From an optimization exercise on the open Yosys and OpenROAD flow, aimed at small area; shortcuts taken in it are not production practice. Function was checked by simulation only, so behaviour that the tests miss may differ from the original. No driver is modelled on the clock port, so clocking that relies on it looks cheaper here than on a real chip. No activity file was given, so power comes from the tool's default toggle rates.

==> flow/flow/run.sh <==
#!/bin/bash
# The standard layout (standard.sh), with these changes:
#  - synthesis is the standard one, run first on its own; the later steps
#    may not use any drive strength above 1 (dont_use_after_synth.txt lists
#    them; clock buffers and buf_2/buf_4 stay allowed), so placement repair
#    buffers high-fanout nets instead of upsizing their drivers;
#  - after floorplan, and again before placement's repair_design, every
#    combinational cell is set back to its smallest drive (synthesis and
#    timing-driven global placement upsize cells that drive many loads);
#    repair_design then buffers where needed;
#  - ports are buffered with buf_1;
#  - clock tree: larger sink clusters and no dummy loads;
#  - after global routing, repair_timing -recover_power sizes down gates on
#    paths with slack (the clock period leaves plenty).
# Each tool's output goes to the ORFS logs under orfs/logs; make's own output
# goes to synth.log and layout.log here.
set -euo pipefail
here=$(pwd)
bash standard.sh synth > $here/synth.log 2>&1
export POST_FLOORPLAN_TCL=$here/flow/downsize.tcl
export PRE_GLOBAL_PLACE_TCL=$here/flow/restrict.tcl
export PRE_RESIZE_TCL=$here/flow/pre_resize.tcl
export PRE_CTS_TCL=$here/flow/restrict.tcl
export PRE_GLOBAL_ROUTE_TCL=$here/flow/restrict.tcl
export BUFFER_PORTS_ARGS="-buffer_cell sky130_fd_sc_hd__buf_1"
export RECOVER_POWER=100
export CTS_ARGS="-sink_clustering_enable -repair_clock_nets -sink_clustering_size 24 -sink_clustering_max_diameter 70 -dont_use_dummy_load"
bash standard.sh finish > $here/layout.log 2>&1
==> flow/flow/dont_use_after_synth.txt <==
sky130_fd_sc_hd__a2111o_2 sky130_fd_sc_hd__a2111o_4 sky130_fd_sc_hd__a2111oi_2 sky130_fd_sc_hd__a2111oi_4 sky130_fd_sc_hd__a211o_2 sky130_fd_sc_hd__a211o_4 sky130_fd_sc_hd__a211oi_2 sky130_fd_sc_hd__a211oi_4 sky130_fd_sc_hd__a21bo_2 sky130_fd_sc_hd__a21bo_4 sky130_fd_sc_hd__a21boi_2 sky130_fd_sc_hd__a21boi_4 sky130_fd_sc_hd__a21o_2 sky130_fd_sc_hd__a21o_4 sky130_fd_sc_hd__a21oi_2 sky130_fd_sc_hd__a21oi_4 sky130_fd_sc_hd__a221o_2 sky130_fd_sc_hd__a221o_4 sky130_fd_sc_hd__a221oi_2 sky130_fd_sc_hd__a221oi_4 sky130_fd_sc_hd__a22o_2 sky130_fd_sc_hd__a22o_4 sky130_fd_sc_hd__a22oi_2 sky130_fd_sc_hd__a22oi_4 sky130_fd_sc_hd__a2bb2o_2 sky130_fd_sc_hd__a2bb2o_4 sky130_fd_sc_hd__a2bb2oi_2 sky130_fd_sc_hd__a2bb2oi_4 sky130_fd_sc_hd__a311o_2 sky130_fd_sc_hd__a311o_4 sky130_fd_sc_hd__a311oi_2 sky130_fd_sc_hd__a311oi_4 sky130_fd_sc_hd__a31o_2 sky130_fd_sc_hd__a31o_4 sky130_fd_sc_hd__a31oi_2 sky130_fd_sc_hd__a31oi_4 sky130_fd_sc_hd__a32o_2 sky130_fd_sc_hd__a32o_4 sky130_fd_sc_hd__a32oi_2 sky130_fd_sc_hd__a32oi_4 sky130_fd_sc_hd__a41o_2 sky130_fd_sc_hd__a41o_4 sky130_fd_sc_hd__a41oi_2 sky130_fd_sc_hd__a41oi_4 sky130_fd_sc_hd__and2_2 sky130_fd_sc_hd__and2_4 sky130_fd_sc_hd__and2b_2 sky130_fd_sc_hd__and2b_4 sky130_fd_sc_hd__and3_2 sky130_fd_sc_hd__and3_4 sky130_fd_sc_hd__and3b_2 sky130_fd_sc_hd__and3b_4 sky130_fd_sc_hd__and4_2 sky130_fd_sc_hd__and4_4 sky130_fd_sc_hd__and4b_2 sky130_fd_sc_hd__and4b_4 sky130_fd_sc_hd__and4bb_2 sky130_fd_sc_hd__and4bb_4 sky130_fd_sc_hd__buf_12 sky130_fd_sc_hd__buf_16 sky130_fd_sc_hd__buf_6 sky130_fd_sc_hd__buf_8 sky130_fd_sc_hd__bufbuf_16 sky130_fd_sc_hd__bufbuf_8 sky130_fd_sc_hd__bufinv_16 sky130_fd_sc_hd__bufinv_8 sky130_fd_sc_hd__clkdlybuf4s15_2 sky130_fd_sc_hd__clkdlybuf4s18_2 sky130_fd_sc_hd__clkdlybuf4s25_2 sky130_fd_sc_hd__clkdlybuf4s50_2 sky130_fd_sc_hd__dfbbn_2 sky130_fd_sc_hd__dfrbp_2 sky130_fd_sc_hd__dfrtp_2 sky130_fd_sc_hd__dfrtp_4 sky130_fd_sc_hd__dfsbp_2 sky130_fd_sc_hd__dfstp_2 sky130_fd_sc_hd__dfstp_4 sky130_fd_sc_hd__dfxbp_2 sky130_fd_sc_hd__dfxtp_2 sky130_fd_sc_hd__dfxtp_4 sky130_fd_sc_hd__dlclkp_2 sky130_fd_sc_hd__dlclkp_4 sky130_fd_sc_hd__dlrbn_2 sky130_fd_sc_hd__dlrbp_2 sky130_fd_sc_hd__dlrtn_2 sky130_fd_sc_hd__dlrtn_4 sky130_fd_sc_hd__dlrtp_2 sky130_fd_sc_hd__dlrtp_4 sky130_fd_sc_hd__dlxbn_2 sky130_fd_sc_hd__dlxtn_2 sky130_fd_sc_hd__dlxtn_4 sky130_fd_sc_hd__ebufn_2 sky130_fd_sc_hd__ebufn_4 sky130_fd_sc_hd__ebufn_8 sky130_fd_sc_hd__einvn_2 sky130_fd_sc_hd__einvn_4 sky130_fd_sc_hd__einvn_8 sky130_fd_sc_hd__einvp_2 sky130_fd_sc_hd__einvp_4 sky130_fd_sc_hd__einvp_8 sky130_fd_sc_hd__fa_2 sky130_fd_sc_hd__fa_4 sky130_fd_sc_hd__ha_2 sky130_fd_sc_hd__ha_4 sky130_fd_sc_hd__inv_12 sky130_fd_sc_hd__inv_16 sky130_fd_sc_hd__inv_2 sky130_fd_sc_hd__inv_4 sky130_fd_sc_hd__inv_6 sky130_fd_sc_hd__inv_8 sky130_fd_sc_hd__maj3_2 sky130_fd_sc_hd__maj3_4 sky130_fd_sc_hd__mux2_2 sky130_fd_sc_hd__mux2_4 sky130_fd_sc_hd__mux2_8 sky130_fd_sc_hd__mux2i_2 sky130_fd_sc_hd__mux2i_4 sky130_fd_sc_hd__mux4_2 sky130_fd_sc_hd__mux4_4 sky130_fd_sc_hd__nand2_2 sky130_fd_sc_hd__nand2_4 sky130_fd_sc_hd__nand2_8 sky130_fd_sc_hd__nand2b_2 sky130_fd_sc_hd__nand2b_4 sky130_fd_sc_hd__nand3_2 sky130_fd_sc_hd__nand3_4 sky130_fd_sc_hd__nand3b_2 sky130_fd_sc_hd__nand3b_4 sky130_fd_sc_hd__nand4_2 sky130_fd_sc_hd__nand4_4 sky130_fd_sc_hd__nand4b_2 sky130_fd_sc_hd__nand4b_4 sky130_fd_sc_hd__nand4bb_2 sky130_fd_sc_hd__nand4bb_4 sky130_fd_sc_hd__nor2_2 sky130_fd_sc_hd__nor2_4 sky130_fd_sc_hd__nor2_8 sky130_fd_sc_hd__nor2b_2 sky130_fd_sc_hd__nor2b_4 sky130_fd_sc_hd__nor3_2 sky130_fd_sc_hd__nor3_4 sky130_fd_sc_hd__nor3b_2 sky130_fd_sc_hd__nor3b_4 sky130_fd_sc_hd__nor4_2 sky130_fd_sc_hd__nor4_4 sky130_fd_sc_hd__nor4b_2 sky130_fd_sc_hd__nor4b_4 sky130_fd_sc_hd__nor4bb_2 sky130_fd_sc_hd__nor4bb_4 sky130_fd_sc_hd__o2111a_2 sky130_fd_sc_hd__o2111a_4 sky130_fd_sc_hd__o2111ai_2 sky130_fd_sc_hd__o2111ai_4 sky130_fd_sc_hd__o211a_2 sky130_fd_sc_hd__o211a_4 sky130_fd_sc_hd__o211ai_2 sky130_fd_sc_hd__o211ai_4 sky130_fd_sc_hd__o21a_2 sky130_fd_sc_hd__o21a_4 sky130_fd_sc_hd__o21ai_2 sky130_fd_sc_hd__o21ai_4 sky130_fd_sc_hd__o21ba_2 sky130_fd_sc_hd__o21ba_4 sky130_fd_sc_hd__o21bai_2 sky130_fd_sc_hd__o21bai_4 sky130_fd_sc_hd__o221a_2 sky130_fd_sc_hd__o221a_4 sky130_fd_sc_hd__o221ai_2 sky130_fd_sc_hd__o221ai_4 sky130_fd_sc_hd__o22a_2 sky130_fd_sc_hd__o22a_4 sky130_fd_sc_hd__o22ai_2 sky130_fd_sc_hd__o22ai_4 sky130_fd_sc_hd__o2bb2a_2 sky130_fd_sc_hd__o2bb2a_4 sky130_fd_sc_hd__o2bb2ai_2 sky130_fd_sc_hd__o2bb2ai_4 sky130_fd_sc_hd__o311a_2 sky130_fd_sc_hd__o311a_4 sky130_fd_sc_hd__o311ai_2 sky130_fd_sc_hd__o311ai_4 sky130_fd_sc_hd__o31a_2 sky130_fd_sc_hd__o31a_4 sky130_fd_sc_hd__o31ai_2 sky130_fd_sc_hd__o31ai_4 sky130_fd_sc_hd__o32a_2 sky130_fd_sc_hd__o32a_4 sky130_fd_sc_hd__o32ai_2 sky130_fd_sc_hd__o32ai_4 sky130_fd_sc_hd__o41a_2 sky130_fd_sc_hd__o41a_4 sky130_fd_sc_hd__o41ai_2 sky130_fd_sc_hd__o41ai_4 sky130_fd_sc_hd__or2_2 sky130_fd_sc_hd__or2_4 sky130_fd_sc_hd__or2b_2 sky130_fd_sc_hd__or2b_4 sky130_fd_sc_hd__or3_2 sky130_fd_sc_hd__or3_4 sky130_fd_sc_hd__or3b_2 sky130_fd_sc_hd__or3b_4 sky130_fd_sc_hd__or4_2 sky130_fd_sc_hd__or4_4 sky130_fd_sc_hd__or4b_2 sky130_fd_sc_hd__or4b_4 sky130_fd_sc_hd__or4bb_2 sky130_fd_sc_hd__or4bb_4 sky130_fd_sc_hd__sdfbbn_2 sky130_fd_sc_hd__sdfrbp_2 sky130_fd_sc_hd__sdfrtp_2 sky130_fd_sc_hd__sdfrtp_4 sky130_fd_sc_hd__sdfsbp_2 sky130_fd_sc_hd__sdfstp_2 sky130_fd_sc_hd__sdfstp_4 sky130_fd_sc_hd__sdfxbp_2 sky130_fd_sc_hd__sdfxtp_2 sky130_fd_sc_hd__sdfxtp_4 sky130_fd_sc_hd__sdlclkp_2 sky130_fd_sc_hd__sdlclkp_4 sky130_fd_sc_hd__sedfxbp_2 sky130_fd_sc_hd__sedfxtp_2 sky130_fd_sc_hd__sedfxtp_4 sky130_fd_sc_hd__xnor2_2 sky130_fd_sc_hd__xnor2_4 sky130_fd_sc_hd__xnor3_2 sky130_fd_sc_hd__xnor3_4 sky130_fd_sc_hd__xor2_2 sky130_fd_sc_hd__xor2_4 sky130_fd_sc_hd__xor3_2 sky130_fd_sc_hd__xor3_4
==> flow/flow/downsize.tcl <==
# Set every combinational cell to the smallest drive strength of its kind.
set db [ord::get_db]
set block [ord::get_db_block]
set n 0
set dont [expr {[info exists ::env(DONT_USE_CELLS)] ? $::env(DONT_USE_CELLS) : ""}]
foreach inst [$block getInsts] {
  set m [$inst getMaster]
  if {[$m getType] ne "CORE" || [$m isSequential]} { continue }
  set name [$m getName]
  if {![regexp {^(sky130_fd_sc_hd__[a-z0-9]+)_([0-9]+)$} $name -> base drive]} { continue }
  set best $m
  set best_area [expr {[$m getWidth] * [$m getHeight]}]
  foreach d {0 1 2} {
    set c [$db findMaster ${base}_$d]
    if {$c eq "NULL" || [lsearch $dont ${base}_$d] >= 0} { continue }
    set a [expr {[$c getWidth] * [$c getHeight]}]
    if {$a < $best_area} { set best $c; set best_area $a }
  }
  if {$best ne $m} { $inst swapMaster $best; incr n }
}
puts "downsize: $n cells set to a smaller drive"
==> flow/flow/pre_resize.tcl <==
# Before placement's repair_design: restrict the cells it may use and set
# every combinational cell back to its smallest drive.
source [file join [file dirname [info script]] restrict.tcl]
source [file join [file dirname [info script]] downsize.tcl]
==> flow/flow/restrict.tcl <==
# Mark every cell in dont_use_after_synth.txt (drive strengths above 1, other
# than clock buffers and buf_2/buf_4) dont_use for the step that sources this.
set restrict_file [file join [file dirname [info script]] dont_use_after_synth.txt]
set restrict_fh [open $restrict_file]
set restrict_cells [string trim [read $restrict_fh]]
close $restrict_fh
set_dont_use $restrict_cells
puts "restrict: [llength $restrict_cells] cells set dont_use"
==> flow/standard.sh <==
#!/bin/bash
# synth_recipe.tcl (not shown) runs the flow's synth.tcl, then flattens the netlist and writes it again
# the make line also repeats each setting of config.mk as NAME=value (left out here)
make -C /OpenROAD-flow-scripts/flow DESIGN_CONFIG=/design/flow/config.mk WORK_HOME=/design/flow/orfs CLKGATE_MAP_FILE= SYNTH_SCRIPT=/design/flow/synth_recipe.tcl "${@:-finish}"
==> flow/config.mk <==
export PLATFORM = sky130hd
export DESIGN_NAME = bra_his_tab_gen
export DESIGN_NICKNAME = bra_his_tab_gen
export VERILOG_FILES = /design/flow/design.v
export SDC_FILE = /design/flow/constraint.sdc
export NUM_CORES = 4
export LEC_CHECK = 0
export CAP_MARGIN = 20
export CELL_PAD_IN_SITES_GLOBAL_PLACEMENT = 1
export CORE_MARGIN = 2
export CORE_UTILIZATION = 35
export GPL_ROUTABILITY_DRIVEN = 1
export PLACE_DENSITY = 0.45
export SLEW_MARGIN = 20
export SYNTH_HIERARCHICAL = 1
==> flow/constraint.sdc <==
create_clock -name core_clock -period 10.0 [get_ports {clk}]
set_input_delay 2.0000 -clock core_clock [delete_from_list [all_inputs] [get_ports {clk}]]
set_output_delay 2.0000 -clock core_clock [all_outputs]
set_load 0.01 [all_outputs]
==> flow/design.v <==
package bra_his_tab_gen_pkg;
  localparam int                    BHT_HIST_W   = 10;
  localparam int                    BHT_ENTRIES  = 64;
  localparam logic [BHT_HIST_W-1:0] BHT_INIT_VAL = '0;
  typedef enum logic {
    ST_IDLE  = 1'b0,
    ST_SWEEP = 1'b1
  } flush_st_e;
endpackage
module bht_flush_seq #(
  parameter int ENTRIES = bra_his_tab_gen_pkg::BHT_ENTRIES,
  parameter int IDX_W   = $clog2(ENTRIES)
) (
  input  logic clk,
  input  logic reset,
  input  logic flush_req,
  output logic flush_busy
);
  logic [IDX_W-1:0] ptr;
  always_ff @(posedge clk) begin
    ptr <= flush_busy ? ptr + 1'b1 : '0;
  end
  always_ff @(posedge clk or negedge reset) begin
    if (!reset)
      flush_busy <= 1'b0;
    else if (flush_busy)
      flush_busy <= (ptr != IDX_W'(ENTRIES - 1));
    else
      flush_busy <= flush_req;
  end
endmodule
module bra_his_tab_gen #(
  parameter int                HIST_W   = bra_his_tab_gen_pkg::BHT_HIST_W,
  parameter int                ENTRIES  = bra_his_tab_gen_pkg::BHT_ENTRIES,
  parameter logic [HIST_W-1:0] INIT_VAL = '0,
  parameter int                IDX_W    = $clog2(ENTRIES)
) (
  input  logic              clk,
  input  logic              reset,
  input  logic              rd_en,
  input  logic [IDX_W-1:0]  rd_addr,
  output logic              rd_vld,
  output logic [HIST_W-1:0] rd_hist,
  input  logic              upd_en,
  input  logic [IDX_W-1:0]  upd_addr,
  input  logic              upd_taken,
  input  logic              rep_en,
  input  logic [IDX_W-1:0]  rep_addr,
  input  logic [HIST_W-1:0] rep_hist,
  input  logic              flush_req,
  output logic              flush_busy
);
  localparam int LO_W  = IDX_W / 2;
  localparam int HI_W  = IDX_W - LO_W;
  localparam int NGRP  = (ENTRIES + 2) / 3;
  logic [ENTRIES-1:0][HIST_W-1:0] tab;
  logic [ENTRIES-1:0]             rd_sel;
  logic                           live, keep_n, pol;
  logic [HIST_W-1:0]              rep_x;
  logic                           tkn_x;
  logic                           blk, rep_we, upd_we, upd_wr;
  logic [HIST_W-1:0]              rd_ent;
  logic [IDX_W-1:0]               ra_q;
  logic [(1<<LO_W)-1:0] r_lo, u_lo, s_lo, d_lo;
  logic [(1<<HI_W)-1:0] r_hi, u_hi, d_hi;
  bht_flush_seq #(.ENTRIES(ENTRIES), .IDX_W(IDX_W)) u_flush (
    .clk        (clk),
    .reset      (reset),
    .flush_req  (flush_req),
    .flush_busy (flush_busy)
  );
  always_ff @(posedge clk or negedge reset) begin
    if (!reset) begin
      live <= 1'b0;
      pol  <= 1'b0;
    end else begin
      live <= 1'b1;
      pol  <= ~pol | flush_busy;
    end
  end
  assign rep_x = rep_hist ^ {HIST_W{pol}};
  assign tkn_x = upd_taken ^ pol;
  assign blk    = flush_busy | flush_req;
  assign rep_we = rep_en & ~blk;
  assign upd_we = upd_en & ~blk;
  assign upd_wr = upd_we & ~(rep_we && (rep_addr == upd_addr));
  assign keep_n = ~live | flush_busy;
  bht_pre #(.W(LO_W)) u_r_lo (.en(rep_we),        .a(rep_addr[LO_W-1:0]),     .yn(r_lo));
  bht_pre #(.W(HI_W), .EN(0)) u_r_hi (.en(1'b1),          .a(rep_addr[IDX_W-1:LO_W]), .yn(r_hi));
  bht_pre #(.W(LO_W)) u_u_lo (.en(upd_wr),        .a(upd_addr[LO_W-1:0]),     .yn(u_lo));
  bht_pre #(.W(LO_W)) u_s_lo (.en(upd_wr & live), .a(upd_addr[LO_W-1:0]),     .yn(s_lo));
  bht_pre #(.W(HI_W), .EN(0)) u_u_hi (.en(1'b1),          .a(upd_addr[IDX_W-1:LO_W]), .yn(u_hi));
  bht_pre #(.W(LO_W)) u_d_lo (.en(live),          .a(ra_q[LO_W-1:0]),         .yn(d_lo));
  bht_pre #(.W(HI_W), .EN(0)) u_d_hi (.en(1'b1),          .a(ra_q[IDX_W-1:LO_W]),     .yn(d_hi));
  for (genvar e = 0; e < ENTRIES; e++) begin : g_ent
    localparam int L = e % (1 << LO_W);
    localparam int H = e / (1 << LO_W);
    logic sel_r, sel_u, sel_s, sel_h;
    logic [HIST_W-1:0] shin, nxt;
    bht_ent_sel u_sel (
      .r_lo (r_lo[L]), .r_hi (r_hi[H]),
      .u_lo (u_lo[L]), .u_hi (u_hi[H]),
      .s_lo (s_lo[L]),
      .d_lo (d_lo[L]), .d_hi (d_hi[H]),
      .keep_n (keep_n),
      .sel_r (sel_r), .sel_u (sel_u), .sel_s (sel_s), .sel_h (sel_h),
      .rd_sel (rd_sel[e])
    );
    assign shin = {tab[e][HIST_W-2:0], tkn_x};
    for (genvar b = 0; b < HIST_W; b++) begin : g_bit
      bht_nxt u_nxt (
        .sel_r (sel_r),
        .rh    (rep_x[b]),
        .sel_s (b == 0 ? sel_u : sel_s),
        .sh    (shin[b]),
        .sel_h (sel_h),
        .q     (tab[e][b]),
        .d     (nxt[b])
      );
    end
    always_ff @(posedge clk) tab[e] <= nxt;
  end
  for (genvar b = 0; b < HIST_W; b++) begin : g_rd
    logic [NGRP-1:0] grp_n;
    for (genvar g = 0; g < NGRP; g++) begin : g_grp
      if (3*g + 2 < ENTRIES) begin : g3
        bht_ao3n u_ao (
          .s0 (rd_sel[3*g]),   .d0 (tab[3*g][b]),
          .s1 (rd_sel[3*g+1]), .d1 (tab[3*g+1][b]),
          .s2 (rd_sel[3*g+2]), .d2 (tab[3*g+2][b]),
          .yn (grp_n[g])
        );
      end else if (3*g + 1 < ENTRIES) begin : g2
        bht_ao2n u_ao (
          .s0 (rd_sel[3*g]),   .d0 (tab[3*g][b]),
          .s1 (rd_sel[3*g+1]), .d1 (tab[3*g+1][b]),
          .yn (grp_n[g])
        );
      end else begin : g1
        bht_ao1n u_ao (
          .s0 (rd_sel[3*g]),   .d0 (tab[3*g][b]),
          .yn (grp_n[g])
        );
      end
    end
    bht_nandn #(.N(NGRP)) u_or (.an(grp_n), .y(rd_ent[b]));
  end
  always_ff @(posedge clk) ra_q <= rd_addr;
  always_ff @(posedge clk or negedge reset) begin
    if (!reset) rd_vld <= 1'b0;
    else        rd_vld <= rd_en;
  end
  assign rd_hist = rd_ent ^ {HIST_W{pol}};
endmodule
module bht_pre #(
  parameter int W  = 3,
  parameter bit EN = 1
) (
  input  logic              en,
  input  logic [W-1:0]      a,
  output logic [(1<<W)-1:0] yn
);
  logic [W-1:0] an;
  for (genvar k = 0; k < W; k++) begin : g_inv
    bht_inv u_inv (.a(a[k]), .y(an[k]));
  end
  for (genvar i = 0; i < (1 << W); i++) begin : g
    logic [W-1:0] lit;
    for (genvar k = 0; k < W; k++) begin : g_lit
      assign lit[k] = i[k] ? a[k] : an[k];
    end
    if (EN) begin : g_en
      bht_nand #(.N(W+1)) u_nand (.a({en, lit}), .y(yn[i]));
    end else begin : g_noen
      bht_nand #(.N(W)) u_nand (.a(lit), .y(yn[i]));
    end
  end
endmodule
module bht_ent_sel (
  input  logic r_lo, r_hi,
  input  logic u_lo, u_hi,
  input  logic s_lo,
  input  logic d_lo, d_hi,
  input  logic keep_n,
  output logic sel_r, sel_u, sel_s, sel_h,
  output logic rd_sel
);
  bht_nor #(.N(2)) u_r (.a({r_lo, r_hi}), .y(sel_r));
  bht_nor #(.N(2)) u_u (.a({u_lo, u_hi}), .y(sel_u));
  bht_nor #(.N(2)) u_s (.a({s_lo, u_hi}), .y(sel_s));
  bht_nor #(.N(3)) u_h (.a({sel_r, sel_u, keep_n}), .y(sel_h));
  bht_nor #(.N(2)) u_d (.a({d_lo, d_hi}), .y(rd_sel));
endmodule
module bht_inv (
  input  logic a,
  output logic y
);
  assign y = ~a;
endmodule
module bht_nand #(
  parameter int N = 2
) (
  input  logic [N-1:0] a,
  output logic         y
);
  assign y = ~&a;
endmodule
module bht_nor #(
  parameter int N = 2
) (
  input  logic [N-1:0] a,
  output logic         y
);
  assign y = ~|a;
endmodule
module bht_nxt (
  input  logic sel_r,
  input  logic rh,
  input  logic sel_s,
  input  logic sh,
  input  logic sel_h,
  input  logic q,
  output logic d
);
  assign d = ~((sel_r & rh) | (sel_s & sh) | (sel_h & q));
endmodule
module bht_ao3n (
  input  logic s0, d0, s1, d1, s2, d2,
  output logic yn
);
  assign yn = ~((s0 & d0) | (s1 & d1) | (s2 & d2));
endmodule
module bht_ao2n (
  input  logic s0, d0, s1, d1,
  output logic yn
);
  assign yn = ~((s0 & d0) | (s1 & d1));
endmodule
module bht_ao1n (
  input  logic s0, d0,
  output logic yn
);
  assign yn = ~(s0 & d0);
endmodule
module bht_nandn #(
  parameter int N = 22
) (
  input  logic [N-1:0] an,
  output logic         y
);
  assign y = ~&an;
endmodule
==> results of run 1 <==
-- worst max-delay path, cell delays in order, from the launching register on --
cell and delay (ps):
dfxtp_1 420, inv_1 120, nand4_1 790, nor2_1 390
a222oi_1 830, nand4_1 420, nor4_1 1110, nand4_1 270
xor2_1 200, buf_1 170
-- final cells by class --
cell class | instances | area share, %
sequential | 656 | 48.2
multi-input combinational | 1362 | 40.4
clock buffer | 47 | 4.31
tap | 940 | 4.31
timing repair buffer | 147 | 2.54
inverter | 21 | 0.289
-- logic make-up (layout without fill, tap and decap cells) --
logic type / after synthesis / in the layout / synth area share (%)
buf+inv: 24 / 215 / 0.402
flops: 656 / 656 / 53.4
mux: 1 / 1 / 0.0407
simple gates: 476 / 476 / 10.4
fa+ha+maj: 1 / 1 / 0.0508
compound gates: 853 / 853 / 34.6
xor+xnor: 30 / 30 / 1.07
other cells: 1 / 1 / 0.0152
-- metrics by stage --
| step | power, mW | instances |
|---|---|---|
| after floorplan | 3.25 | 2042 |
| after global placement | 3.57 | 3070 |
| after detailed placement | 3.59 | 3101 |
| after CTS | 5.33 | 3148 |
| after global routing | 5.49 | 3173 |
| final | 5.31 | 3173 |
-- path summary, 6_finish.rpt --
path	startpoint	endpoint	slack [ps]
min in group asynchronous	reset	live$_DFF_PN0_	1290
worst max register to register	u_flush.flush_busy$_DFF_PN0_	tab[619]$_DFF_P_	5220
worst min register to register	tab[375]$_DFF_P_	tab[376]$_DFF_P_	440
worst max-delay path	ra_q[0]$_DFF_P_	rd_hist[5]	2650
max in group asynchronous	reset	rd_vld$_DFF_PN0_	8380
worst min-delay path	tab[375]$_DFF_P_	tab[376]$_DFF_P_	440
-- per-module statistics from Yosys, one instance, submodules excluded, a selection --
module	cells	flip-flops and latches	cell area (um2)	times used
bht_ao1n	1	0	3.75	10
bht_ao3n	1	0	10.0	210
bht_inv	1	0	3.75	21
bht_nxt	1	0	10.0	640
bra_his_tab_gen	690	649	13300	1
-- state kept, by name, indices dropped and copies added (netlist names) --
| signal | flops |
|---|---|
| tab | 640 |
| ra_q | 6 |
| u_flush.ptr | 6 |
| live | 1 |
| pol | 1 |
| rd_vld | 1 |
| u_flush.flush_busy | 1 |
-- where the power goes --
group | internal, mW | switching, mW
Combinational | 0.193 | 0.455
Clock | 0.830 | 0.924
Sequential | 2.77 | 0.144
Total | 3.79 | 1.52
-- placed cells by master, fill, tap and decap left out, types with 2 or more instances in the layout --
master,count
and4_1,10
and2_0,2
buf_2,15
a222oi_1,850
and2_1,2
nor3_1,64
nor2_1,258
nand2_1,13
inv_1,21
buf_1,61
nand3_1,28
clkbuf_16,47
dfrtp_1,4
nor4_1,11
buf_4,30
a21oi_1,2
nand4_1,82
dfxtp_1,652
xor2_1,26
xnor2_1,4
clkbuf_2,5
clkbuf_1,35
nand2b_1,3
-- routing by layer --
layer  vias up  global-route usage [%]  routed length, um
li1      10300                       -                  -
met1     12600                    41.4              47900
met2      1709                    49.8              54100
met3       296                    5.34              11300
met4         2                    13.1               5830
met5         -                       0                 12
==> flow_metrics.env, run 1 <==
export IMPL_syn_nets=2078
export IMPL_post_cts_buffers=0
export IMPL_start_util_pct=35.3
export IMPL_fill_cells=6839
export IMPL_grtUsageTotal_pct=31.1
export IMPL_clkSinkCount=656
export IMPL_cts_buffers=47
export IMPL_dpl_cell_area_mm2=0.0260
export IMPL_multi_input_area_mm2=0.0110
export IMPL_grt_pass1_vias=22200
export IMPL_netlist_area_mm2=0.0246
export IMPL_vias=24900
export IMPL_regArea_mm2=0.0132
export IMPL_fin_nets=2271
export IMPL_setup_viol=0
export IMPL_synth_seq_cells=656
export IMPL_rsz0062_at_grt="false"
export IMPL_power_density_mw_per_mm2=195
export IMPL_pre_cts_ws_ps=3600
export IMPL_end_kind="output port"
export IMPL_post_cts_resized=0
export IMPL_synthTopCellsByArea="dfxtp_1 (53%), a222oi_1 (35%), nor2_1 (3.9%), nor3_2 (2.6%), nand4_1 (2.1%)"
export IMPL_p_leak_nw=8.51
export IMPL_r2r_cells=9
export IMPL_crit_required_ps=8000
export IMPL_clkTransAtPathRegs_ps=90
export IMPL_grt_max_degree=27
export IMPL_synth_edff_count=0
export IMPL_finalHoldViolations=0
export IMPL_cap_violations=0
export IMPL_yosys_warnings=8
export IMPL_yosysUniqueCellTypes=28
export IMPL_fin_crit_sh_pct=73.5
export IMPL_io_pins=47
export IMPL_wire_per_inst_um=37.6
export IMPL_ir_drop_mv=0.123
export IMPL_drt_iter0_drc=7413
export IMPL_gr_total_overflow=0
export IMPL_dieArea_mm2=0.0725
export IMPL_cp_max_fo=10
export IMPL_drive_gt1_share_pct=4.39
export IMPL_ys_flop_type="dfxtp_1"
export IMPL_slew_viol_final=0
export IMPL_synth_top_cell_area_share_pct=53.0
export IMPL_ant_nets=0
export IMPL_ys_seq_area_share_pct=53.4
export IMPL_worst_slew_pin_slew_ps=1300
export IMPL_cts_hold_buf=0
export IMPL_die_width_um=269
export IMPL_grt_pass1_wl_um=168000
export IMPL_core_area_mm2=0.0698
export IMPL_synth_common_cells="a222oi_1 (850), dfxtp_1 (652), nor2_1 (257), nand4_1 (82), nor3_2 (64)"
export IMPL_timing_hold_ws_ps=443
export IMPL_yosysMostFrequentCell="a222oi_1"
export IMPL_max_freq_mhz=136
export IMPL_syn2layout_area_growth_pct=10.9
export IMPL_cts_tree="done"
export IMPL_grt_antenna_before_repair=3
export IMPL_status="finished clean"
export IMPL_hold_class="flop to flop"
export IMPL_avgSynthCellArea_um2=12.1
export IMPL_fin_util_pct=39.1
export IMPL_drc_errors=0
export IMPL_yosysTopAreaCell="dfxtp_1"
export IMPL_timing_final_ws_setup_ps=2650
export IMPL_path_class="flop to output port"
export IMPL_startpoint_type="flop"
export IMPL_max_slew_margin_pct=13.4
export IMPL_vias_per_cell=7.86
export IMPL_post_route_cell_area_mm2=0.0273
export IMPL_synthCells=2042
export IMPL_setup_tns_ps=0
export IMPL_finalCriticalPeriod_ps=7350
export IMPL_port_buffers=46
export IMPL_routabilityCongestion=0.906
export IMPL_dpl_hpwl_um=83800
export IMPL_final_setup_skew_ps=38.5
export IMPL_rows=97
export IMPL_hold_path_depth=1
export IMPL_crit_arrival_ps=5350
export IMPL_die_y_um=269
export IMPL_insertion_delay_ps=620
export IMPL_synthArstFlopShare_pct=0.610
export IMPL_wirelength_um=119000
export IMPL_antenna_cells=0
export IMPL_dr_pass1_iters=13
==> run 2: changes to the inputs <==
--- a/flow/flow/run.sh
+++ b/flow/flow/run.sh
@@ -9,7 +9,8 @@
 #    timing-driven global placement upsize cells that drive many loads);
 #    repair_design then buffers where needed;
 #  - ports are buffered with buf_1;
-#  - clock tree: larger sink clusters and no dummy loads;
+#  - clock tree: clkbuf_8 buffers, sink clusters of up to 15 and no dummy
+#    loads;
 #  - after global routing, repair_timing -recover_power sizes down gates on
 #    paths with slack (the clock period leaves plenty).
 # Each tool's output goes to the ORFS logs under orfs/logs; make's own output
@@ -24,5 +25,5 @@
 export PRE_GLOBAL_ROUTE_TCL=$here/flow/restrict.tcl
 export BUFFER_PORTS_ARGS="-buffer_cell sky130_fd_sc_hd__buf_1"
 export RECOVER_POWER=100
-export CTS_ARGS="-sink_clustering_enable -repair_clock_nets -sink_clustering_size 24 -sink_clustering_max_diameter 70 -dont_use_dummy_load"
+export CTS_ARGS="-sink_clustering_enable -repair_clock_nets -sink_clustering_size 15 -sink_clustering_max_diameter 60 -dont_use_dummy_load -buf_list sky130_fd_sc_hd__clkbuf_8"
 bash standard.sh finish > $here/layout.log 2>&1
==> run 2 against run 1 <==
Still clean. Combinational power about the same. Total power decreased by 6.4%. Wire length about the same. Critical path depth stayed put. Utilization shrank 0.54 points. Die area is the same. Setup slack gained 34 ps. First-iteration DRC count is 1.0% lower. Design area shrank 1.4%. Largest power group unchanged.
==> flow_metrics.env, run 2 <==
export IMPL_path_delay_family="simple AND/OR/NAND/NOR gates"
export IMPL_max_freq_mhz=137
export IMPL_timing_final_ws_setup_ps=2680
export IMPL_clkTransAtPathRegs_ps=100
export IMPL_synth_edff_count=0
export IMPL_ir_drop_mv=0.0935
export IMPL_io_pins=47
export IMPL_finalHoldViolations=0
export IMPL_yosysUniqueCellTypes=28
export IMPL_r2r_end="tab[619]$_DFF_P_"
export IMPL_dieArea_mm2=0.0725
export IMPL_gr_total_overflow=0
export IMPL_routabilityCongestion=0.906
export IMPL_netlist_area_mm2=0.0246
export IMPL_wirelength_um=119000
export IMPL_power_share_sequential_pct=58.5
export IMPL_core_area_mm2=0.0698
export IMPL_synthCells=2042
export IMPL_grt_pass1_vias=22300
export IMPL_startpoint_type="flop"
export IMPL_yosysMostFrequentCell="a222oi_1"
export IMPL_r2r_slack_ps=5090
export IMPL_vias_per_cell=7.84
export IMPL_setup_viol=0
export IMPL_cap_violations=0
export IMPL_cts_hold_buf=0
export IMPL_wire_per_inst_um=37.4
export IMPL_syn2layout_area_growth_pct=9.37
export IMPL_clkSinkCount=656
export IMPL_drt_iter0_drc=7338
export IMPL_worst_path_buf_inv=2
export IMPL_synth_seq_cells=656
export IMPL_startpoint="ra_q[0]$_DFF_P_"
export IMPL_p_int_mw=3.47
export IMPL_slew_viol_final=0
export IMPL_grt_max_degree=27
export IMPL_cts_tree="done"
export IMPL_crit_required_ps=8000
export IMPL_layout_commonest_cell="a222oi_1"
export IMPL_avgSynthCellArea_um2=12.1
export IMPL_worstReg2RegStart="u_flush.flush_busy$_DFF_PN0_"
export IMPL_p_sw_mw=1.50
export IMPL_path_class="flop to output port"
export IMPL_cts_buffers=58
export IMPL_r2r_cells=9
export IMPL_final_setup_skew_ps=62.7
export IMPL_crit_cells=9
export IMPL_largest_register_ffs=640
export IMPL_timing_hold_ws_ps=430
export IMPL_post_cts_buffers=0
export IMPL_fin_nets=2281
export IMPL_setup_tns_ps=0
export IMPL_die_y_um=269
export IMPL_dr_pass1_iters=14
export IMPL_ys_flop_type="dfxtp_1"
export IMPL_synth_top_cell_area_share_pct=53.0
export IMPL_status="finished clean"
export IMPL_grtUsageTotal_pct=31.1
export IMPL_max_slew_margin_pct=9.08
export IMPL_grt_antenna_before_repair=5
export IMPL_vias=25000
export IMPL_yosys_warnings=8
export IMPL_synthTopCellsByArea="dfxtp_1 (53%), a222oi_1 (35%), nor2_1 (3.9%), nor3_2 (2.6%), nand4_1 (2.1%)"
export IMPL_ant_nets=0
export IMPL_yosysTopAreaCell="dfxtp_1"
export IMPL_rows=97
export IMPL_insertion_delay_ps=720
export IMPL_clockPowerShare_pct=28.5
export IMPL_pre_cts_ws_ps=3600
export IMPL_p_comb_share_pct=13.0
export IMPL_dpl_hpwl_um=83800
export IMPL_start_util_pct=35.3
export IMPL_finalCriticalPeriod_ps=7320
export IMPL_hold_class="flop to flop"
export IMPL_drc_errors=0
export IMPL_port_buffers=46
export IMPL_power_density_mw_per_mm2=185
export IMPL_fin_crit_sh_pct=73.2
export IMPL_cp_endpoint="rd_hist[5]"
export IMPL_p_leak_nw=8.34
export IMPL_final_cell_mix="a222oi_1 (850), dfxtp_1 (652), nor2_1 (258)"
export IMPL_largest_register="tab"
export IMPL_max_stage_delay_ps=950
export IMPL_die_width_um=269
export IMPL_crit_arrival_ps=5320
export IMPL_end_kind="output port"
export IMPL_synthArstFlopShare_pct=0.610
export IMPL_reg_top3="tab x640, ra_q x6, u_flush.ptr x6"
export IMPL_cp_max_fo=10
export IMPL_slowest_stage="nor4_1"
export IMPL_syn_nets=2078
export IMPL_grt_pass1_wl_um=168000
export IMPL_rsz0062_at_grt="false"
export IMPL_synth_common_cells="a222oi_1 (850), dfxtp_1 (652), nor2_1 (257), nand4_1 (82), nor3_2 (64)"
export IMPL_fill_cells=6866
export IMPL_drive_gt1_share_pct=4.77
export IMPL_critPathMostFrequentCell="nand4_1"
export IMPL_worst_slew_pin_slew_ps=1360
export IMPL_switching_share_pct=30.2
export IMPL_worstPathCellList="inv_1 > nand4_1 > nor2_1 > a222oi_1 > nand4_1 > nor4_1 > nand4_1 > xor2_1 > buf_1"
export IMPL_post_cts_resized=0
export IMPL_ys_seq_area_share_pct=53.4
==> run 2: cells by family after synthesis <==
| kind of cell | count (synthesis) | synth area share [%] |
|---|---|---|
| AO/OA/AOI/OAI | 853 | 34.6 |
| flip-flops | 656 | 53.4 |
| AND/OR/NAND/NOR | 476 | 10.4 |
| XOR/XNOR | 30 | 1.07 |
| buffers and inverters | 24 | 0.402 |
| adder cells (fa/ha/maj) | 1 | 0.0508 |
| other | 1 | 0.0152 |
| multiplexers | 1 | 0.0407 |
==> run 2: layer usage <==
layer	vias to the layer above	global-route usage [%]	part of all wire, %
li1	10300	-	-
met2	1732	49.7	45
met4	6	14.1	5.0
met3	302	5.90	10
met5	-	0	0.029
met1	12600	40.7	40
==> run 2: stage by stage <==
stage | instances | power, mW | instance area, um2 | util (%)
3_5_place_dp | 3101 | 3.59 | 26000 | 37.3
2_1_floorplan | 2042 | 3.25 | 24600 | -
3_3_place_gp | 3070 | 3.57 | 25800 | 37.0
6_report | 3184 | 4.97 | 26900 | 38.6
5_1_grt | 3184 | 5.14 | 26900 | 38.6
4_1_cts | 3159 | 4.99 | 26800 | 38.4
==> run 2: power by group through the flow <==
stage | registers (mW) | clock network (mW) | logic (mW)
2_1_floorplan | 2.91 | 0 | 0.340
3_3_place_gp | 2.97 | 0 | 0.608
3_5_place_dp | 2.96 | 0 | 0.630
4_1_cts | 2.90 | 1.45 | 0.631
5_1_grt | 2.92 | 1.55 | 0.667
6_report | 2.91 | 1.42 | 0.646
==> run 2: layout make-up <==
class / count / area [um2] / share of cell area [%]
Sequential cell: 656 / 13200 / 48.8
Inverter: 21 / 78.8 / 0.293
Tap cell: 940 / 1180 / 4.37
Clock buffer: 58 / 798 / 2.96
Multi-Input combinational cell: 1362 / 11000 / 41.0
Timing Repair Buffer: 146 / 689 / 2.56
Antenna cell: 1 / 2.50 / 0.00929
==> run 2: worst min-delay path by stage <==
stage | depth (start not counted) | end | from
CTS | 1 | tab[89]$_DFF_P_ | tab[88]$_DFF_P_
detailed placement | 1 | u_flush.ptr[0]$_SDFF_PN0_ | u_flush.ptr[0]$_SDFF_PN0_
finish | 1 | tab[89]$_DFF_P_ | tab[88]$_DFF_P_
global placement | 1 | u_flush.ptr[0]$_SDFF_PN0_ | u_flush.ptr[0]$_SDFF_PN0_
floorplan | 1 | tab[129]$_DFF_P_ | tab[129]$_DFF_P_
global route | 1 | tab[89]$_DFF_P_ | tab[88]$_DFF_P_
==> run 2: Yosys stat by module, one instance, submodules excluded, a selection <==
module           copies in the design  cells inside
bht_inv                            21             1
bht_nxt                           640             1
bra_his_tab_gen                     1           690
bht_ao1n                           10             1
bht_ao3n                          210             1
==> run 2: worst register-to-register path: stages (launching register included) <==
cell	delay, ps
dfrtp_1	590
nor3b_1	740
buf_1	370
and3_1	240
a21oi_1	200
nand4_1	190
clkbuf_1	1010
nor2_1	170
nor3_1	950
a222oi_1	210
==> run 3: changes to the inputs <==
==> flow/config.mk (replaced) <==
export PLATFORM = sky130hd
export DESIGN_NAME = bra_his_tab_gen
export DESIGN_NICKNAME = bra_his_tab_gen
export VERILOG_FILES = /design/flow/design.v
export SDC_FILE = /design/flow/constraint.sdc
export NUM_CORES = 4
export LEC_CHECK = 0
export CAP_MARGIN = 10
export CELL_PAD_IN_SITES_GLOBAL_PLACEMENT = 1
export CORE_MARGIN = 2
export CORE_UTILIZATION = 50
export GPL_ROUTABILITY_DRIVEN = 1
export PLACE_DENSITY = 0.6
export SLEW_MARGIN = 10
export SYNTH_HIERARCHICAL = 1
==> run 3 against run 2 <==
Maximum frequency increased by 3.2%. Non-clock buffer count decreased by 55. Register-to-register slack improved by 530 ps.
==> flow_metrics.env, run 3 <==
export IMPL_r2r_slack_ps=5620
export IMPL_synth_compound_area_share_pct=34.6
export IMPL_yosys_warnings=8
export IMPL_finalCriticalPeriod_ps=7090
export IMPL_grtUsageTotal_pct=39.6
export IMPL_synth_top_cell_area_share_pct=53.0
export IMPL_die_y_um=226
export IMPL_dieArea_mm2=0.0510
export IMPL_synth_edff_count=0
export IMPL_ys_flop_type="dfxtp_1"
export IMPL_fin_crit_sh_pct=70.9
export IMPL_post_cts_resized=0
export IMPL_synthArstFlopShare_pct=0.610
export IMPL_netlist_area_mm2=0.0246
export IMPL_path_class="flop to output port"
export IMPL_layout_commonest_cell="a222oi_1"
export IMPL_drt_iter0_drc=8492
export IMPL_ir_drop_mv=0.126
export IMPL_p_int_mw=3.42
export IMPL_start_util_pct=50.5
export IMPL_vias_per_cell=8.80
export IMPL_cp_max_fo=10
export IMPL_yosysMostFrequentCell="a222oi_1"
export IMPL_crit_required_ps=8000
export IMPL_routabilityCongestion=0.974
export IMPL_wirelength_um=106000
export IMPL_reg_top3="tab x640, ra_q x6, u_flush.ptr x6"
export IMPL_synthAdderAreaFrac_pct=0.0508
export IMPL_largest_register_ffs=640
export IMPL_grt_max_degree=32
export IMPL_p_total_mw=4.85
export IMPL_insertion_delay_ps=730
export IMPL_syn_nets=2078
export IMPL_core_area_mm2=0.0487
export IMPL_die_width_um=226
export IMPL_startpoint_type="flop"
export IMPL_post_cts_buffers=0
export IMPL_finalHoldViolations=0
export IMPL_rows=81
export IMPL_synth_common_cells="a222oi_1 (850), dfxtp_1 (652), nor2_1 (257), nand4_1 (82), nor3_2 (64)"
export IMPL_synthTopCellsByArea="dfxtp_1 (53%), a222oi_1 (35%), nor2_1 (3.9%), nor3_2 (2.6%), nand4_1 (2.1%)"
export IMPL_finalNonFillerCells=2848
export IMPL_clkSinkCount=656
export IMPL_post_route_cell_area_mm2=0.0263
export IMPL_hold_class="flop to flop"
export IMPL_status="finished clean"
export IMPL_slew_viol_final=0
export IMPL_cts_hold_buf=0
export IMPL_setup_viol=0
export IMPL_rsz0062_at_grt="false"
export IMPL_synth_top_family_by_area="compound AO/OA/AOI/OAI gates"
export IMPL_grt_antenna_before_repair=2
export IMPL_vias=25100
export IMPL_timing_final_ws_setup_ps=2910
export IMPL_power_share_sequential_pct=60.0
export IMPL_setup_tns_ps=0
export IMPL_avgSynthCellArea_um2=12.1
export IMPL_fin_nets=2220
export IMPL_dpl_cell_area_mm2=0.0255
export IMPL_cts_buffers=52
export IMPL_gr_total_overflow=0
export IMPL_synth_seq_cells=656
export IMPL_drc_errors=0
export IMPL_dpl_hpwl_um=70900
export IMPL_power_density_mw_per_mm2=185
export IMPL_final_cell_mix="a222oi_1 (850), dfxtp_1 (652), nor2_1 (258)"
export IMPL_port_buffers=46
export IMPL_end_kind="output port"
export IMPL_dr_pass1_iters=15
export IMPL_switching_share_pct=29.5
export IMPL_syn2layout_area_growth_pct=6.66
export IMPL_crit_arrival_ps=5090
export IMPL_hold_path_depth=1
export IMPL_clockPowerShare_pct=27.2
export IMPL_max_slew_margin_pct=8.72
export IMPL_grt_pass1_wl_um=150000
export IMPL_p_leak_nw=8.20
export IMPL_final_setup_skew_ps=65.1
export IMPL_max_freq_mhz=141
export IMPL_yosysTopAreaCell="dfxtp_1"
export IMPL_synthCells=2042
export IMPL_wire_per_inst_um=37.1
export IMPL_worst_slew_pin_slew_ps=1360
export IMPL_cts_tree="done"
export IMPL_fill_cells=4311
export IMPL_largest_register="tab"
export IMPL_synth_xor_area_share_pct=1.07
export IMPL_cap_violations=0
export IMPL_clkTransAtPathRegs_ps=100
export IMPL_io_pins=47
export IMPL_r2r_cells=6
export IMPL_synth_area_mux_share_pct=0.0407
export IMPL_drive_gt1_share_pct=4.22
export IMPL_ys_seq_area_share_pct=53.4
export IMPL_grt_pass1_vias=21700
export IMPL_placed_cells=2791
export IMPL_p_sw_mw=1.43
export IMPL_ant_nets=0
export IMPL_p_comb_share_pct=12.8
export IMPL_yosysUniqueCellTypes=28
export IMPL_synth_simple_area_share_pct=10.4
export IMPL_pre_cts_ws_ps=3980
[run 3: cell types whose count changed in the layout (fill, tap and decap cells not counted), moves of 2 or more]
cell      before  now
buf_1         63   49
buf_2         15   17
buf_4         30   19
clkbuf_1      34    2
clkbuf_8      58   52
[run 3: stage by stage]
stage | util (%) | hold WS, ps
after global routing | 53.9 | 469
after floorplan | - | 433
after global placement | 52.1 | 435
after CTS | 53.8 | 446
after detailed placement | 52.3 | 448
final | 53.9 | 452
[run 3: routing by layer]
layer,up-vias,global-route usage (%),wire length [um]
met5,-,0,13
li1,10200,-,-
met2,2248,57.4,44500
met4,2,20.1,6150
met1,12300,53.6,39000
met3,348,11.4,16100
[run 3: kinds of logic after synthesis]
family / count (synthesis)
mux: 1
fa+ha+maj: 1
simple gates: 476
xor+xnor: 30
other cells: 1
compound gates: 853
flops: 656
buf+inv: 24
[run 3: final cells by class]
cell class / instances / area, um2 / share of cell area, %
Clock buffer: 52 / 716 / 2.73
Timing Repair Buffer: 91 / 447 / 1.70
Tap cell: 664 / 831 / 3.16
Antenna cell: 2 / 5.00 / 0.0191
Sequential cell: 656 / 13200 / 50.1
Inverter: 21 / 78.8 / 0.300
Multi-Input combinational cell: 1362 / 11000 / 42.0
[run 3: worst max-delay path: stages (launching register included)]
cell and delay [ps]:
dfxtp_1 420, inv_1 120, nand4_1 720, nor2_1 400
a222oi_1 890, nand4_1 320, nor4_1 850, nand4_1 280
xor2_1 220, buf_1 170
[run 3: power groups by stage]
| stage | sequential [mW] | clock [mW] | combinational, mW |
|---|---|---|---|
| 3_5_place_dp | 2.96 | 0 | 0.595 |
| 5_1_grt | 2.92 | 1.43 | 0.633 |
| 4_1_cts | 2.90 | 1.33 | 0.596 |
| 6_report | 2.91 | 1.32 | 0.621 |
| 2_1_floorplan | 2.91 | 0 | 0.340 |
| 3_3_place_gp | 2.96 | 0 | 0.570 |
[run 3: path summary, 6_finish.rpt]
kind | startpoint | endpoint
worst max register to register | u_flush.flush_busy$_DFF_PN0_ | tab[350]$_DFF_P_
worst max-delay path | ra_q[0]$_DFF_P_ | rd_hist[6]
worst min-delay path | tab[262]$_DFF_P_ | tab[263]$_DFF_P_
min in group asynchronous | reset | pol$_DFF_PN0_
max in group asynchronous | reset | u_flush.flush_busy$_DFF_PN0_
worst min register to register | tab[262]$_DFF_P_ | tab[263]$_DFF_P_
[run 3: modules after synthesis (local to each module, per instance), a selection]
module	flops+latches	area, um2	copies in the design
bht_ao1n	0	3.75	10
bht_ao3n	0	10.0	210
bht_inv	0	3.75	21
bht_nxt	0	10.0	640
bra_his_tab_gen	649	13300	1
==> run 4: changes to the inputs <==
--- a/flow/design.v
+++ b/flow/design.v
@@ -59,8 +59,8 @@
   logic [HIST_W-1:0]              rep_x;
   logic                           tkn_x;
   logic                           blk, rep_we, upd_we, upd_wr;
-  logic [HIST_W-1:0]              rd_ent;
-  logic [IDX_W-1:0]               ra_q;
+  logic                           rep_hit, upd_hit;
+  logic [HIST_W-1:0]              rd_raw, rd_ent, rd_val;
   logic [(1<<LO_W)-1:0] r_lo, u_lo, s_lo, d_lo;
   logic [(1<<HI_W)-1:0] r_hi, u_hi, d_hi;
   bht_flush_seq #(.ENTRIES(ENTRIES), .IDX_W(IDX_W)) u_flush (
@@ -90,8 +90,8 @@
   bht_pre #(.W(LO_W)) u_u_lo (.en(upd_wr),        .a(upd_addr[LO_W-1:0]),     .yn(u_lo));
   bht_pre #(.W(LO_W)) u_s_lo (.en(upd_wr & live), .a(upd_addr[LO_W-1:0]),     .yn(s_lo));
   bht_pre #(.W(HI_W), .EN(0)) u_u_hi (.en(1'b1),          .a(upd_addr[IDX_W-1:LO_W]), .yn(u_hi));
-  bht_pre #(.W(LO_W)) u_d_lo (.en(live),          .a(ra_q[LO_W-1:0]),         .yn(d_lo));
-  bht_pre #(.W(HI_W), .EN(0)) u_d_hi (.en(1'b1),          .a(ra_q[IDX_W-1:LO_W]),     .yn(d_hi));
+  bht_pre #(.W(LO_W)) u_d_lo (.en(live),          .a(rd_addr[LO_W-1:0]),      .yn(d_lo));
+  bht_pre #(.W(HI_W), .EN(0)) u_d_hi (.en(1'b1),          .a(rd_addr[IDX_W-1:LO_W]),  .yn(d_hi));
   for (genvar e = 0; e < ENTRIES; e++) begin : g_ent
     localparam int L = e % (1 << LO_W);
     localparam int H = e / (1 << LO_W);
@@ -143,14 +143,26 @@
         );
       end
     end
-    bht_nandn #(.N(NGRP)) u_or (.an(grp_n), .y(rd_ent[b]));
-  end
-  always_ff @(posedge clk) ra_q <= rd_addr;
+    bht_nandn #(.N(NGRP)) u_or (.an(grp_n), .y(rd_raw[b]));
+  end
+  assign rd_ent  = rd_raw ^ {HIST_W{pol}};
+  assign rep_hit = rep_we & (rep_addr == rd_addr);
+  assign upd_hit = upd_wr & (upd_addr == rd_addr);
+  always_comb begin
+    if (flush_busy)   rd_val = INIT_VAL;
+    else if (rep_hit) rd_val = rep_hist;
+    else if (upd_hit) rd_val = {rd_ent[HIST_W-2:0], upd_taken};
+    else              rd_val = rd_ent;
+  end
   always_ff @(posedge clk or negedge reset) begin
-    if (!reset) rd_vld <= 1'b0;
-    else        rd_vld <= rd_en;
-  end
-  assign rd_hist = rd_ent ^ {HIST_W{pol}};
+    if (!reset) begin
+      rd_vld  <= 1'b0;
+      rd_hist <= INIT_VAL;
+    end else begin
+      rd_vld  <= rd_en;
+      rd_hist <= rd_val;
+    end
+  end
 endmodule
 module bht_pre #(
   parameter int W  = 3,
==> run 4 against run 3 <==
Highest routed layer is now met4. Non-clock buffer count increased by 5. Clock skew decreased by 2.1 ps. Total power increased by 1.3%. Maximum frequency increased by 21%. Global-route usage decreased by 0.36 points. Die area increased by 2.5%. Critical endpoint is now rd_hist[8]$_DFF_PN0_. Sequential cell count increased by 4. Cell count increased by 2.7%. Still clean. Largest cell class unchanged. Combinational power increased by 1%. Via count increased by 1.4%.
==> flow_metrics.env, run 4 <==
export IMPL_start_util_pct=50.5
export IMPL_hold_start="tab[286]$_DFF_P_"
export IMPL_wire_per_inst_um=37.0
export IMPL_max_freq_mhz=170
export IMPL_min_delay_worst_endpoint="tab[287]$_DFF_P_"
export IMPL_yosysMostFrequentCell="a222oi_1"
export IMPL_die_y_um=229
export IMPL_grt_antenna_before_repair=2
export IMPL_setup_viol=0
export IMPL_synth_top_family_by_area="compound AO/OA/AOI/OAI gates"
export IMPL_synth_top_cell_area_share_pct=51.2
export IMPL_busiest_layer="met2"
export IMPL_status="finished clean"
export IMPL_path_class="primary input to flop"
export IMPL_power_density_mw_per_mm2=183
export IMPL_synth_seq_cells=660
export IMPL_grt_pass1_vias=22400
export IMPL_synth_edff_count=0
export IMPL_finalCriticalPeriod_ps=5870
export IMPL_dr_pass1_iters=15
export IMPL_r2r_cells=9
export IMPL_wirelength_um=108000
export IMPL_cts_hold_buf=0
export IMPL_hold_path_depth=1
export IMPL_ir_drop_mv=0.119
export IMPL_rsz0062_at_grt="false"
export IMPL_dieArea_mm2=0.0523
export IMPL_ys_flop_type="dfxtp_1"
export IMPL_multi_input_area_mm2=0.0114
export IMPL_crit_arrival_ps=6470
export IMPL_synth_area_mux_share_pct=0.0397
export IMPL_drt_iter0_drc=8471
export IMPL_ant_nets=0
export IMPL_largest_register="tab"
export IMPL_io_pins=47
export IMPL_final_setup_skew_ps=63.0
export IMPL_grtUsageMet3_pct=10.7
export IMPL_syn_nets=2147
export IMPL_regArea_mm2=0.0133
export IMPL_cp_max_fo=10
export IMPL_fin_nets=2291
export IMPL_grt_pass1_wl_um=155000
export IMPL_max_slew_margin_pct=9.11
export IMPL_worstReg2RegStart="live$_DFF_PN0_"
export IMPL_vias=25400
export IMPL_worst_slew_pin_slew_ps=1360
export IMPL_synthCells=2111
export IMPL_pre_cts_ws_ps=3650
export IMPL_fill_cells=4440
export IMPL_netlist_area_mm2=0.0252
export IMPL_final_cell_mix="a222oi_1 (850), dfxtp_1 (646), nor2_1 (270)"
export IMPL_insertion_delay_ps=730
export IMPL_core_area_mm2=0.0500
export IMPL_ys_seq_area_share_pct=52.6
export IMPL_finalHoldViolations=0
export IMPL_synth_common_cells="a222oi_1 (850), dfxtp_1 (646), nor2_1 (269), nand4_1 (85), nor3_2 (64)"
export IMPL_layout_commonest_cell="a222oi_1"
export IMPL_setup_tns_ps=0
export IMPL_slew_viol_final=0
export IMPL_post_cts_buffers=0
export IMPL_die_width_um=229
export IMPL_crit_required_ps=10600
export IMPL_hold_class="flop to flop"
export IMPL_fin_crit_sh_pct=58.7
export IMPL_grt_max_degree=33
export IMPL_reg_top3="tab x640, rd_hist x10, u_flush.ptr x6"
export IMPL_synth_compound_area_share_pct=33.9
export IMPL_p_leak_nw=8.40
export IMPL_end_kind="flop"
export IMPL_gr_total_overflow=0
export IMPL_syn2layout_area_growth_pct=6.25
export IMPL_cts_tree="done"
export IMPL_yosys_warnings=8
export IMPL_cap_violations=0
export IMPL_drc_errors=0
export IMPL_rows=82
export IMPL_synthTopCellsByArea="dfxtp_1 (51%), a222oi_1 (34%), nor2_1 (4.0%), nor3_2 (2.5%), nand4_1 (2.1%)"
export IMPL_r2r_slack_ps=5400
export IMPL_synth_simple_area_share_pct=11.4
export IMPL_port_buffers=46
export IMPL_clkTransAtPathRegs_ps=100
export IMPL_cts_buffers=54
export IMPL_avgSynthCellArea_um2=12.0
export IMPL_largest_register_ffs=640
export IMPL_yosysUniqueCellTypes=36
export IMPL_grtUsageMet1_pct=53.3
export IMPL_routabilityCongestion=1.04
export IMPL_timing_final_ws_setup_ps=4130
export IMPL_dpl_hpwl_um=75100
export IMPL_synthAdderAreaFrac_pct=0.0496
export IMPL_r2r_end="rd_hist[8]$_DFF_PN0_"
export IMPL_grtUsageTotal_pct=39.2
export IMPL_synthArstFlopShare_pct=2.12
export IMPL_timing_hold_ws_ps=435
export IMPL_drive_gt1_share_pct=3.86
export IMPL_synth_xor_area_share_pct=1.46
export IMPL_post_cts_resized=0
export IMPL_vias_per_cell=8.69
export IMPL_yosysTopAreaCell="dfxtp_1"
export IMPL_grt_met2_usage_pct=57.7
export IMPL_clkSinkCount=660
export IMPL_startpoint_type="primary input"
-- run 4: final cells by class --
cell class | instances | area share, %
diodes | 1 | 0.00933
clock buffers | 54 | 2.77
inverters | 21 | 0.294
multi-input cells | 1422 | 42.6
flip-flops and latches | 660 | 49.5
well taps | 672 | 3.14
repair buffers | 96 | 1.67
-- run 4: how the worst max path moves through the flow --
stage | slack [ps] | depth (start not counted) | from | end
global route | 4200 | 11 | rd_addr[0] | rd_hist[6]$_DFF_PN0_
CTS | 4370 | 11 | rd_addr[0] | rd_hist[8]$_DFF_PN0_
floorplan | 5330 | 2 | rep_hist[0] | tab[0]$_DFF_P_
detailed placement | 3650 | 11 | rd_addr[0] | rd_hist[8]$_DFF_PN0_
finish | 4130 | 11 | rd_addr[0] | rd_hist[8]$_DFF_PN0_
global placement | 3800 | 11 | rd_addr[0] | rd_hist[8]$_DFF_PN0_
-- run 4: cell families after synthesis --
family          after synthesis
other cells                   1
mux                           1
flops                       660
compound gates              855
xor+xnor                     42
buf+inv                      29
fa+ha+maj                     1
simple gates                522
-- run 4: where the power goes --
part           leakage, nW  switching, mW  internal [mW]  total, mW
registers             5.42          0.150           2.78       2.93
logic                 2.60          0.429          0.198      0.627
clock network        0.388          0.871          0.480       1.35
total                 8.40           1.45           3.46       4.91
-- run 4: metal layers --
| metal | wire length [um] | up-vias |
|---|---|---|
| li1 | - | 10500 |
| met1 | 41000 | 12500 |
| met2 | 45400 | 2114 |
| met3 | 15800 | 374 |
| met4 | 5920 | 0 |
| met5 | 0 | - |
-- run 4: Yosys stat by module, one instance, submodules excluded, excerpt --
module,copies in the design,cells inside,flip-flops and latches,area (um2)
bra_his_tab_gen,1,759,653,14000
bht_ao3n,210,1,0,10.0
bht_nxt,640,1,0,10.0
bht_ao1n,10,1,0,3.75
bht_inv,21,1,0,3.75
-- run 4: critical path, cell delays in order --
cell	delay (ps)
clkbuf_1	290
inv_1	160
nand4_1	700
nor2_1	380
a222oi_1	600
nand4_1	340
nor4_1	1110
nand4_1	210
xnor2_1	190
and3_1	210
nor4_1	270
-- run 4: per-stage QoR --
step           util [%]  std cells  total power, mW  area, um2
6_report           53.7       2926             4.91      26800
5_1_grt            53.7       2925             5.04      26800
4_1_cts            53.7       2925             4.88      26800
3_5_place_dp       52.2       2871             3.58      26100
3_3_place_gp       51.9       2853             3.56      26000
2_1_floorplan         -       2111             3.29      25200
==> run 5: changes to the inputs <==
--- a/flow/flow/run.sh
+++ b/flow/flow/run.sh
@@ -9,8 +9,7 @@
 #    timing-driven global placement upsize cells that drive many loads);
 #    repair_design then buffers where needed;
 #  - ports are buffered with buf_1;
-#  - clock tree: clkbuf_8 buffers, sink clusters of up to 15 and no dummy
-#    loads;
+#  - clock tree: larger sink clusters and no dummy loads;
 #  - after global routing, repair_timing -recover_power sizes down gates on
 #    paths with slack (the clock period leaves plenty).
 # Each tool's output goes to the ORFS logs under orfs/logs; make's own output
@@ -25,5 +24,5 @@
 export PRE_GLOBAL_ROUTE_TCL=$here/flow/restrict.tcl
 export BUFFER_PORTS_ARGS="-buffer_cell sky130_fd_sc_hd__buf_1"
 export RECOVER_POWER=100
-export CTS_ARGS="-sink_clustering_enable -repair_clock_nets -sink_clustering_size 15 -sink_clustering_max_diameter 60 -dont_use_dummy_load -buf_list sky130_fd_sc_hd__clkbuf_8"
+export CTS_ARGS="-sink_clustering_enable -repair_clock_nets -sink_clustering_size 24 -sink_clustering_max_diameter 70 -dont_use_dummy_load"
 bash standard.sh finish > $here/layout.log 2>&1
==> flow/config.mk (replaced) <==
export PLATFORM = sky130hd
export DESIGN_NAME = bra_his_tab_gen
export DESIGN_NICKNAME = bra_his_tab_gen
export VERILOG_FILES = /design/flow/design.v
export SDC_FILE = /design/flow/constraint.sdc
export NUM_CORES = 4
export LEC_CHECK = 0
export CAP_MARGIN = 20
export CELL_PAD_IN_SITES_GLOBAL_PLACEMENT = 1
export CORE_MARGIN = 2
export CORE_UTILIZATION = 35
export GPL_ROUTABILITY_DRIVEN = 1
export PLACE_DENSITY = 0.45
export SLEW_MARGIN = 20
export SYNTH_HIERARCHICAL = 1
==> run 5 against run 4 <==
Total power increased by 7.5%. Die area is 42% higher. Critical path depth unchanged. First-iteration DRC count is 10% lower. Wire length increased by 11%.
==> flow_metrics.env, run 5 <==
export IMPL_cap_violations=0
export IMPL_insertion_delay_ps=630
export IMPL_wirelength_um=120000
export IMPL_grt_pass1_vias=22500
export IMPL_path_class="primary input to flop"
export IMPL_synthCells=2111
export IMPL_r2r_slack_ps=5190
export IMPL_synthArstFlopShare_pct=2.12
export IMPL_grtUsageTotal_pct=30.9
export IMPL_status="finished clean"
export IMPL_core_area_mm2=0.0715
export IMPL_hold_class="flop to flop"
export IMPL_start_util_pct=35.3
export IMPL_slew_viol_final=0
export IMPL_p_total_mw=5.28
export IMPL_grt_max_degree=30
export IMPL_cp_max_fo=10
export IMPL_synth_seq_cells=660
export IMPL_wl_met3_um=10800
export IMPL_rows=98
export IMPL_yosys_warnings=8
export IMPL_fin_util_pct=38.9
export IMPL_power_density_mw_per_mm2=190
export IMPL_io_pins=47
export IMPL_rsz0062_at_grt="false"
export IMPL_met1_length_um=48900
export IMPL_ys_flop_type="dfxtp_1"
export IMPL_drt_iter0_drc=7588
export IMPL_setup_viol=0
export IMPL_slowest_stage="nor4_1"
export IMPL_finalCriticalPeriod_ps=6030
export IMPL_dieArea_mm2=0.0743
export IMPL_vias_per_cell=7.73
export IMPL_wire_per_inst_um=36.9
export IMPL_synth_edff_count=0
export IMPL_critPathMostFrequentCell="nand4_1"
export IMPL_synth_top_cell_area_share_pct=51.2
export IMPL_routabilityCongestion=0.993
export IMPL_clkTransAtPathRegs_ps=90
export IMPL_worstPathCellList="clkbuf_1 > inv_1 > nand4_1 > nor2_1 > a222oi_1 > nand4_1 > nor4_1 > nand4_1 > xnor2_1 > and3_1 > nor4_1"
export IMPL_reg_top3="tab x640, rd_hist x10, u_flush.ptr x6"
export IMPL_largest_register="tab"
export IMPL_crit_required_ps=10480
export IMPL_cts_buffers=44
export IMPL_cts_hold_buf=0
export IMPL_port_buffers=46
export IMPL_setup_tns_ps=0
export IMPL_end_kind="flop"
export IMPL_avgSynthCellArea_um2=12.0
export IMPL_p_leak_nw=8.69
export IMPL_final_cell_mix="a222oi_1 (850), dfxtp_1 (646), nor2_1 (270)"
export IMPL_pre_cts_ws_ps=3600
export IMPL_fin_crit_sh_pct=60.3
export IMPL_gr_total_overflow=0
export IMPL_synthTopCellsByArea="dfxtp_1 (51%), a222oi_1 (34%), nor2_1 (4.0%), nor3_2 (2.5%), nand4_1 (2.1%)"
export IMPL_top_layer="met4"
export IMPL_post_cts_resized=0
export IMPL_syn_nets=2147
export IMPL_die_width_um=273
export IMPL_crit_arrival_ps=6510
export IMPL_drive_gt1_share_pct=4.21
export IMPL_yosysMostFrequentCell="a222oi_1"
export IMPL_die_y_um=273
export IMPL_dr_pass1_iters=11
export IMPL_post_cts_buffers=0
export IMPL_grt_pass1_wl_um=170000
export IMPL_final_setup_skew_ps=57.6
export IMPL_layout_commonest_cell="a222oi_1"
export IMPL_max_slew_margin_pct=1.63
export IMPL_startpoint_type="primary input"
export IMPL_vias=25200
export IMPL_worst_slew_pin_slew_ps=1480
export IMPL_drc_errors=0
export IMPL_fin_nets=2344
export IMPL_max_stage_delay_ps=980
export IMPL_dr_wl_met2_um=54300
export IMPL_synth_common_cells="a222oi_1 (850), dfxtp_1 (646), nor2_1 (269), nand4_1 (85), nor3_2 (64)"
export IMPL_dpl_hpwl_um=86200
export IMPL_yosysTopAreaCell="dfxtp_1"
export IMPL_timing_final_ws_setup_ps=3970
export IMPL_max_freq_mhz=166
export IMPL_clkSinkCount=660
export IMPL_yosysUniqueCellTypes=36
export IMPL_syn2layout_area_growth_pct=10.1
export IMPL_grt_antenna_before_repair=5
export IMPL_ys_seq_area_share_pct=52.6
export IMPL_netlist_area_mm2=0.0252
export IMPL_largest_register_ffs=640
export IMPL_ir_drop_mv=0.118
export IMPL_finalHoldViolations=0
export IMPL_ant_nets=0
export IMPL_cts_tree="done"
==> run 5: cell counts after synthesis <==
Identical to the previous run, type by type.
==> run 5: cell families after synthesis <==
kind of cell,count (synthesis),share of synthesized area [%]
AO/OA/AOI/OAI,855,33.9
multiplexers,1,0.0397
buffers and inverters,29,0.481
XOR/XNOR,42,1.46
flip-flops,660,52.6
other,1,0.0149
AND/OR/NAND/NOR,522,11.4
adder cells (fa/ha/maj),1,0.0496
==> run 5: where the power goes <==
part,switching (mW),total (mW),internal [mW]
Sequential,0.147,2.93,2.78
Combinational,0.441,0.644,0.203
Clock,0.926,1.70,0.779
Total,1.51,5.28,3.77
==> run 5: worst max-delay path: cells and delay by family <==
family                    cells  cell delay (ps)
AOI/OAI and AO/OA             1              700
and+or+nand+nor               7             3140
buffers and inverters         2              460
xor gates and xnor gates      1              190
==> run 5: area by class of cell <==
cell class / count / area, um2
Antenna cell: 3 / 7.51
Timing Repair Buffer: 159 / 713
Multi-Input combinational cell: 1422 / 11400
Fill cell: 7049 / 43700
Inverter: 21 / 78.8
Tap cell: 950 / 1190
Clock buffer: 44 / 1100
Sequential cell: 660 / 13300
==> run 5: routing by layer <==
metal | GRT usage [%] | vias to the layer above
met3 | 5.50 | 262
met1 | 40.7 | 12800
met2 | 49.1 | 1594
met4 | 14.7 | 0
met5 | 0 | -
li1 | - | 10600
==> run 5: path summary, 6_finish.rpt <==
check | end | startpoint | cells after the start
min in group asynchronous | u_flush.flush_busy$_DFF_PN0_ | reset | 1
max reg2reg | tab[123]$_DFF_P_ | u_flush.flush_busy$_DFF_PN0_ | 9
max in group asynchronous | rd_hist[3]$_DFF_PN0_ | reset | 1
max | rd_hist[2]$_DFF_PN0_ | rd_addr[0] | 11
min | tab[457]$_DFF_P_ | tab[456]$_DFF_P_ | 1
min reg2reg | tab[457]$_DFF_P_ | tab[456]$_DFF_P_ | 1
==> run 5: through the flow <==
step / cell area, um2 / hold slack [ps] / cells
after global placement: 26400 / 431 / 3154
final: 27800 / 429 / 3259
after global routing: 27800 / 470 / 3259
after floorplan: 25200 / 433 / 2111
after detailed placement: 26500 / 451 / 3178
after CTS: 27600 / 434 / 3222
==> run 5: Yosys stat by module, one instance, submodules excluded, excerpt <==
module	cells	cell area (um2)	times used
bht_ao1n	1	3.75	10
bht_ao3n	1	10.0	210
bra_his_tab_gen	759	14000	1
bht_nxt	1	10.0	640
bht_inv	1	3.75	21

==> afterwards: timing with drivers on the ports <==
No port has a modelled driver above. Below, the same layouts with a new extraction and two added sets of constraints. Step 1: set_driving_cell puts a clkbuf_16 on clk and a buf_2 on each other input, an assumption about the parent block. Step 2, shift: input delay + t, output delay - t, t = (earliest + latest rising clock arrival at the registers) / 2. This alone moves slack from input paths to output paths. a / b / c = no drivers / after step 1 / after step 2; a / b = the first two.
run | shift t [ns] | slack for setup (ns)
run 1 | 0.668 | 2.649 / 2.584 / 3.253
run 2 | 0.755 | 2.683 / 2.624 / 3.379
run 3 | 0.748 | 2.906 / 2.853 / 3.600
run 4 | 0.759 | 4.131 / 4.108 / 3.349
run 5 | 0.670 | 3.970 / 3.958 / 3.288
After both steps setup and hold are still met in every run listed.
